Background: an optimization exercise with open tools, aiming at small area, a short achievable clock period and few clock cycles per item. Do not read the settings as production practice. The RTL was checked by simulation tests, not by an equivalence proof against the original design. Power is estimated from default activity; no workload was simulated.

## P
==> flow/design.v <==
package bps_pkg;
  localparam int unsigned PATTERN_WORDS = 7;
  localparam int unsigned CFG_DATA_W    = 64;
  localparam int unsigned CFG_IDX_W     = 3;
  localparam int unsigned LEN_W         = 6;
  localparam int unsigned START_W       = 16;
  typedef enum logic [CFG_IDX_W-1:0] {
    CFG_BOUNDARY_LENGTH = 3'd0,
    CFG_PATTERN_WORD_0  = 3'd1,
    CFG_PATTERN_WORD_1  = 3'd2,
    CFG_PATTERN_WORD_2  = 3'd3,
    CFG_PATTERN_WORD_3  = 3'd4,
    CFG_PATTERN_WORD_4  = 3'd5,
    CFG_PATTERN_WORD_5  = 3'd6,
    CFG_PATTERN_WORD_6  = 3'd7
  } cfg_idx_e;
  typedef struct packed {
    logic [7:0] data_byte;
    logic       last_byte;
  } in_t;
  typedef struct packed {
    logic               found;
    logic               full_res;
    logic [START_W-1:0] match_start;
    logic [LEN_W-1:0]   bytes_missing;
  } out_t;
endpackage
module boundary_prefix_search #(
  parameter int unsigned      MAX_BOUNDARY   = 56,
  parameter longint unsigned  MAX_STRING_LEN = 65536
) (
  input  logic                                clk_i,
  input  logic                                rst_ni,
  input  logic                                in_valid_i,
  output logic                                in_stall_o,
  input  logic [8:0]                          in_data_i,
  output logic                                out_valid_o,
  input  logic                                out_stall_i,
  output logic [23:0]                         out_data_o,
  input  logic                                cfg_we_i,
  input  logic [2:0]                          cfg_idx_i,
  input  logic [63:0]                         cfg_data_i
);
  localparam int unsigned NB = 56;
  logic [5:0]         lenm1_q;            
  logic [NB-1:0][7:0] pat_q;
  logic [6:0]         wv_q;               
  logic [5:0]         lenm1_d;
  always_comb begin
    if (cfg_data_i[5:0] == 6'd0)       lenm1_d = 6'd0;
    else if (cfg_data_i[5:0] > 6'd56)  lenm1_d = 6'd55;
    else                               lenm1_d = cfg_data_i[5:0] - 6'd1;
  end
  always_ff @(posedge clk_i or negedge rst_ni) begin
    if (!rst_ni) begin
      lenm1_q <= 6'd0;
      wv_q    <= '0;
    end else if (cfg_we_i) begin
      if (cfg_idx_i == 3'd0) lenm1_q <= lenm1_d;
      else                   wv_q[cfg_idx_i - 3'd1] <= 1'b1;
    end
  end
  always_ff @(posedge clk_i) begin
    for (int w = 0; w < 7; w++) begin
      if (cfg_we_i && cfg_idx_i == 3'(w + 1)) begin
        for (int j = 0; j < 8; j++) pat_q[w*8 + j] <= cfg_data_i[j*8 +: 8];
      end
    end
  end
  logic stall_q;
  logic s1_valid_q, l_valid_q, l_last_q, l_ph_q, out_valid_q;
  logic s1_ready, l_ready, out_free, move;
  logic s1_valid_d, l_valid_d, l_last_d, l_ph_d, out_valid_d;
  logic [7:0] s1_byte_q;
  logic       s1_last_q;
  assign out_free = !out_valid_q || !out_stall_i;
  assign l_ready  = !l_valid_q || !l_last_q || (l_ph_q && out_free);
  assign s1_ready = !s1_valid_q || l_ready;
  assign move     = l_valid_q && l_last_q && l_ph_q && out_free;
  always_comb begin
    s1_valid_d  = s1_ready ? (in_valid_i && !stall_q) : s1_valid_q;
    l_valid_d   = l_ready ? s1_valid_q : l_valid_q;
    l_last_d    = l_ready ? (s1_valid_q && s1_last_q) : l_last_q;
    l_ph_d      = l_valid_q && l_last_q && !l_ready;
    out_valid_d = move || (out_valid_q && out_stall_i);
  end
  always_ff @(posedge clk_i or negedge rst_ni) begin
    if (!rst_ni) begin
      stall_q     <= 1'b0;
      s1_valid_q  <= 1'b0;
      l_valid_q   <= 1'b0;
      l_last_q    <= 1'b0;
      l_ph_q      <= 1'b0;
      out_valid_q <= 1'b0;
    end else begin
      stall_q     <= s1_valid_d && l_valid_d && l_last_d && (!l_ph_d || out_valid_d);
      l_ph_q      <= l_ph_d;
      s1_valid_q  <= s1_valid_d;
      l_valid_q   <= l_valid_d;
      l_last_q    <= l_last_d;
      out_valid_q <= out_valid_d;
    end
  end
  always_ff @(posedge clk_i) begin
    if (s1_ready) begin
      s1_byte_q  <= in_data_i[8:1];
      s1_last_q <= in_data_i[0];
    end
  end
  logic [NB-1:0] live_q, live_d, hit;
  logic [15:0]   pcnt_q, pcnt_d;          
  logic          first_q;                 
  logic          full_seen_q;
  logic          full_now;
  logic          l_take;
  logic          at_lim;
  logic          zbyte;
  assign l_take = s1_valid_q && l_ready;
  always_comb begin
    zbyte = (s1_byte_q == 8'd0);
    for (int k = 0; k < NB; k++) begin
      hit[k] = wv_q[k/8] ? (pat_q[k] == s1_byte_q) : zbyte;
    end
    at_lim    = !first_q && (pcnt_q == 16'hFFFF);
    live_d[0] = hit[0] && !at_lim;
    for (int k = 1; k < NB; k++) begin
      live_d[k] = hit[k] && live_q[k-1] && !first_q && !at_lim;
    end
    if (first_q)                                                   pcnt_d = 16'd1;
    else if (pcnt_q == 16'hFFFF || full_seen_q || (l_valid_q && full_now)) pcnt_d = pcnt_q;
    else                                                           pcnt_d = pcnt_q + 16'd1;
  end
  always_ff @(posedge clk_i or negedge rst_ni) begin
    if (!rst_ni) begin
      first_q     <= 1'b1;
      full_seen_q <= 1'b0;
    end else begin
      if (l_take) first_q <= s1_last_q;
      if (l_valid_q && l_ready) full_seen_q <= !l_last_q && (full_seen_q || full_now);
    end
  end
  always_ff @(posedge clk_i) begin
    if (l_take) begin
      live_q <= live_d;
      pcnt_q <= pcnt_d;
    end
  end
  logic [63:0] scan;
  logic        tail_hit;
  logic [5:0]  tail_k;
  logic [31:0] v1;  logic [31:0][0:0] i1;
  logic [15:0] v2;  logic [15:0][1:0] i2;
  logic [7:0]  v3;  logic [7:0][2:0]  i3;
  logic [3:0]  v4;  logic [3:0][3:0]  i4;
  logic [1:0]  v5;  logic [1:0][4:0]  i5;
  always_comb begin
    full_now = live_q[lenm1_q];
    scan     = 64'(live_q);
    for (int n = 0; n < 32; n++) begin
      v1[n] = scan[2*n+1] | scan[2*n];
      i1[n] = scan[2*n+1];
    end
    for (int n = 0; n < 16; n++) begin
      v2[n] = v1[2*n+1] | v1[2*n];
      i2[n] = v1[2*n+1] ? {1'b1, i1[2*n+1]} : {1'b0, i1[2*n]};
    end
    for (int n = 0; n < 8; n++) begin
      v3[n] = v2[2*n+1] | v2[2*n];
      i3[n] = v2[2*n+1] ? {1'b1, i2[2*n+1]} : {1'b0, i2[2*n]};
    end
    for (int n = 0; n < 4; n++) begin
      v4[n] = v3[2*n+1] | v3[2*n];
      i4[n] = v3[2*n+1] ? {1'b1, i3[2*n+1]} : {1'b0, i3[2*n]};
    end
    for (int n = 0; n < 2; n++) begin
      v5[n] = v4[2*n+1] | v4[2*n];
      i5[n] = v4[2*n+1] ? {1'b1, i4[2*n+1]} : {1'b0, i4[2*n]};
    end
    tail_hit = v5[1] | v5[0];
    tail_k   = v5[1] ? {1'b1, i5[1]} : {1'b0, i5[0]};
  end
  function automatic logic [6:0] add_inv6(input logic [5:0] a, input logic [5:0] b,
                                          input logic ci);
    logic [5:0] x, g0, t0, g1, t1, g2, t2, g3;
    logic [6:0] c;
    x  = a ^ ~b;
    g0 = a & ~b;
    t0 = a | ~b;
    g0[0] = g0[0] | (t0[0] & ci);
    for (int i = 0; i < 6; i++) begin
      g1[i] = (i >= 1) ? (g0[i] | (t0[i] & g0[i-1])) : g0[i];
      t1[i] = (i >= 1) ? (t0[i] & t0[i-1]) : 1'b0;
    end
    for (int i = 0; i < 6; i++) begin
      g2[i] = (i >= 2) ? (g1[i] | (t1[i] & g1[i-2])) : g1[i];
      t2[i] = (i >= 2) ? (t1[i] & t1[i-2]) : 1'b0;
    end
    for (int i = 0; i < 6; i++) begin
      g3[i] = (i >= 4) ? (g2[i] | (t2[i] & g2[i-4])) : g2[i];
    end
    c = {g3, ci};
    add_inv6 = {c[6], x ^ c[5:0]};
  endfunction
  function automatic logic [9:0] dec10(input logic [9:0] a);
    for (int i = 0; i < 10; i++) begin
      dec10[i] = a[i] ^ ~(|(a & ((10'd1 << i) - 10'd1)));
    end
  endfunction
  logic        r_full_q, r_hit_q;
  logic [5:0]  r_sub_q;
  always_ff @(posedge clk_i) begin
    r_full_q <= full_seen_q || full_now;
    r_hit_q  <= full_seen_q || full_now || tail_hit;
    r_sub_q  <= (full_seen_q || full_now) ? lenm1_q : tail_k;
  end
  logic [6:0]  lo;
  logic [9:0]  hi_m1;
  logic [23:0] res;
  always_comb begin
    hi_m1 = dec10(pcnt_q[15:6]);
    lo    = add_inv6(pcnt_q[5:0], r_sub_q, 1'b0);
    res   = '0;
    if (r_hit_q) begin
      res[23]   = 1'b1;
      res[22]   = r_full_q;
      res[21:6] = {lo[6] ? pcnt_q[15:6] : hi_m1, lo[5:0]};
      res[5:0]  = add_inv6(lenm1_q, r_sub_q, 1'b1);
    end
  end
  logic [23:0] out_q;
  always_ff @(posedge clk_i) begin
    if (move) out_q <= res;
  end
  assign in_stall_o  = stall_q;
  assign out_valid_o = out_valid_q;
  assign out_data_o  = out_q;
endmodule
clock: 7.5 ns
lec_check: 0
abc_clock_period_in_ps: 2500
cap_margin: 20
core_margin: 2
core_utilization: 40
cts_cluster_diameter: 100
cts_cluster_size: 30
setup_slack_margin: 5.0
slew_margin: 20
standard.sh (not shown) runs the stock make flow with config.mk's settings and CLKGATE_MAP_FILE= SYNTH_SCRIPT=/design/flow/synth_recipe.tcl, a recipe that flattens the netlist after the stock synthesis.
==> flow/flow/run.sh <==
#!/bin/bash
# The standard layout (the standard.sh: standard synthesis and ORFS on every step), with one
# change: the port buffers that ORFS inserts at placement are the platform's plain buf_1 rather
# than the delay cell buffer_ports picks by default; timing repair resizes them as usual.
set -euo pipefail
export BUFFER_PORTS_ARGS="-buffer_cell sky130_fd_sc_hd__buf_1"
bash standard.sh finish > standard_flow.log 2>&1
Testbench counts of P, summed over its fixed seeds: cycles 140,479, bytes 139,750.
Setup changes, P to Q
Settings: CORE_UTILIZATION: 40 -> 48; SETUP_SLACK_MARGIN: 5.0 -> 4.87.
Findings:
- Re post-route cell area: P was higher than Q.
- Going from P to Q, initial antenna violation count rose 1; flip-flop and latch share of the layout cell area picked up an extra 1.6 points.
- For achievable frequency, Q and P come out practically identical.
- For P, the cell at the slowest stage of the critical path was sky130_fd_sc_hd__dfrtp_2, unlike Q, where it was sky130_fd_sc_hd__edfxtp_1.
- The run showing the smaller post-CTS clock slew at the launch and capture registers of the worst setup and hold paths is P.
- Q vs P — overall routed net length dropped slightly
- Note that the wire length on met3 recorded for Q amounts to 1.09 times the value seen in P.
--- input diff Q..R ---
Settings: changing CTS_CLUSTER_DIAMETER from 100 to 70; changing CTS_CLUSTER_SIZE from 30 to 36.
Results
- R ran to completion and came out clean on the timing, design-rule and antenna checks.
- Portion of total power attributed to the clock network (R over Q): increase, 5.4 points
- Compared with Q, the router placed more vias in R.
- The final critical path time including I/O delays and setup in R sits 29 ps below the value recorded for Q.
- Fmax for R: about 1.1% up relative to Q
- Total non-filler cell area in the finished layout ended up 510 sq um higher on R than on Q.
- Delta (R minus Q): deepest level of the CTS H-tree rose by 1, combinational group power comparable.
Input-level comparison between S and R:
Settings: CTS_CLUSTER_DIAMETER: 70 -> 100; CTS_CLUSTER_SIZE: 36 -> 30; CORE_UTILIZATION: 48 -> 40.
==> flow/flow/run.sh <==
#!/bin/bash
# The standard layout (the standard.sh: standard synthesis and ORFS on every step), with two
# changes: the port buffers that ORFS inserts at placement are the platform's plain buf_1 rather
# than the delay cell buffer_ports picks by default (timing repair resizes them as usual), and
# clock tree synthesis adds no dummy loads.
set -euo pipefail
export BUFFER_PORTS_ARGS="-buffer_cell sky130_fd_sc_hd__buf_1"
export CTS_ARGS="-sink_clustering_enable -repair_clock_nets -sink_clustering_size 30 -sink_clustering_max_diameter 100 -dont_use_dummy_load"
bash standard.sh finish > standard_flow.log 2>&1
==> results.txt <==
Net switching power of S falls short of that of R by a little under 10%.
Diff S..R | number of nets in the final layout | negligible
Between R and S, the leakage dissipation is lower for S.
Time the final worst path needs with I/O delays and setup was lower in the run labelled R.
Post-route worst hold slack, R and S, higher one = S.
Delta (S minus R): worst slew margin relative to its limit grew by 5.2 points, core utilization fell by 9.4 points, count of clock-buffer cells in the layout went down 33%.
Diff R..S | number of logic inverters in the finished layout | unchanged
Compared with R, S is more frugal on power.
Fraction of power consumed by combinational cells (S over R): increase, 2.0 points
For T, these inputs were changed with respect to S:
Settings: swapping 100 for 90 in CTS_CLUSTER_DIAMETER; swapping 40 for 52 in CORE_UTILIZATION; swapping 30 for 28 in CTS_CLUSTER_SIZE.
==> flow/flow/run.sh <==
#!/bin/bash
# The standard layout (the standard.sh: standard synthesis and ORFS on every step), with one
# change: the port buffers that ORFS inserts at placement are the platform's plain buf_1 rather
# than the delay cell buffer_ports picks by default; timing repair resizes them as usual.
set -euo pipefail
export BUFFER_PORTS_ARGS="-buffer_cell sky130_fd_sc_hd__buf_1"
bash standard.sh finish > standard_flow.log 2>&1
Results
Required time at the endpoint of the critical path, S and T: lower on T
From T to S, inverter count of the layout excluding clock inverters did not move at all.
Clock group share of total power (higher): T
For die area, dividing the value from S by the value from T gives 1.3.
As far as number of buffers added by the clock tree synthesis step goes, T and S are indistinguishable; the numbers are identical.
T against S: share of total power consumed by net switching increased 0.60 points; final critical-path share of the clock period increased 0.19 points; aggregate routed wire length rose 3.9 mm; design area level.
Setup slack: S and T compared, higher one is S
Global-route wire length before repair of T exceeds that of S slightly.

==> separate check: timing with driven ports <==
How much do the figures lean on ideal ports? The routed layouts below were timed once more, with nothing changed but the port constraints. Step 1: set_driving_cell puts a clkbuf_16 on clk_i and a buf_2 on each other input, an assumption about the parent block. Step 2 moves the port delays by t, midway between the first and last clock arrival at a register: inputs arrive t later, outputs are due t later. That takes back most of the time a late clock gives input paths. Slacks: ideal / step 1 / step 2; pairs: ideal / step 1.
run	t, ns	slack for setup (ns)	hold WS [ns]	worst slew at a driven data input, ns	pins driven straight from the clock port
P	0.670	4.868 / 4.805 / 4.406	0.543 / 0.543 / 0.543	0.13	1
Q	0.655	4.863 / 4.802 / 4.295	0.536 / 0.536 / 0.536	0.07	1
R	0.631	4.892 / 4.832 / 4.299	0.521 / 0.521 / 0.521	0.07	1
S	0.641	4.860 / 4.799 / 4.315	0.544 / 0.544 / 0.544	0.07	1
T	0.657	4.846 / 4.788 / 4.350	0.518 / 0.518 / 0.518	0.13	1
After both steps setup and hold are still met in every run listed. For R, which loses most, drivers alone change the setup slack by -0.060 ns; drivers and shift together by -0.593 ns.
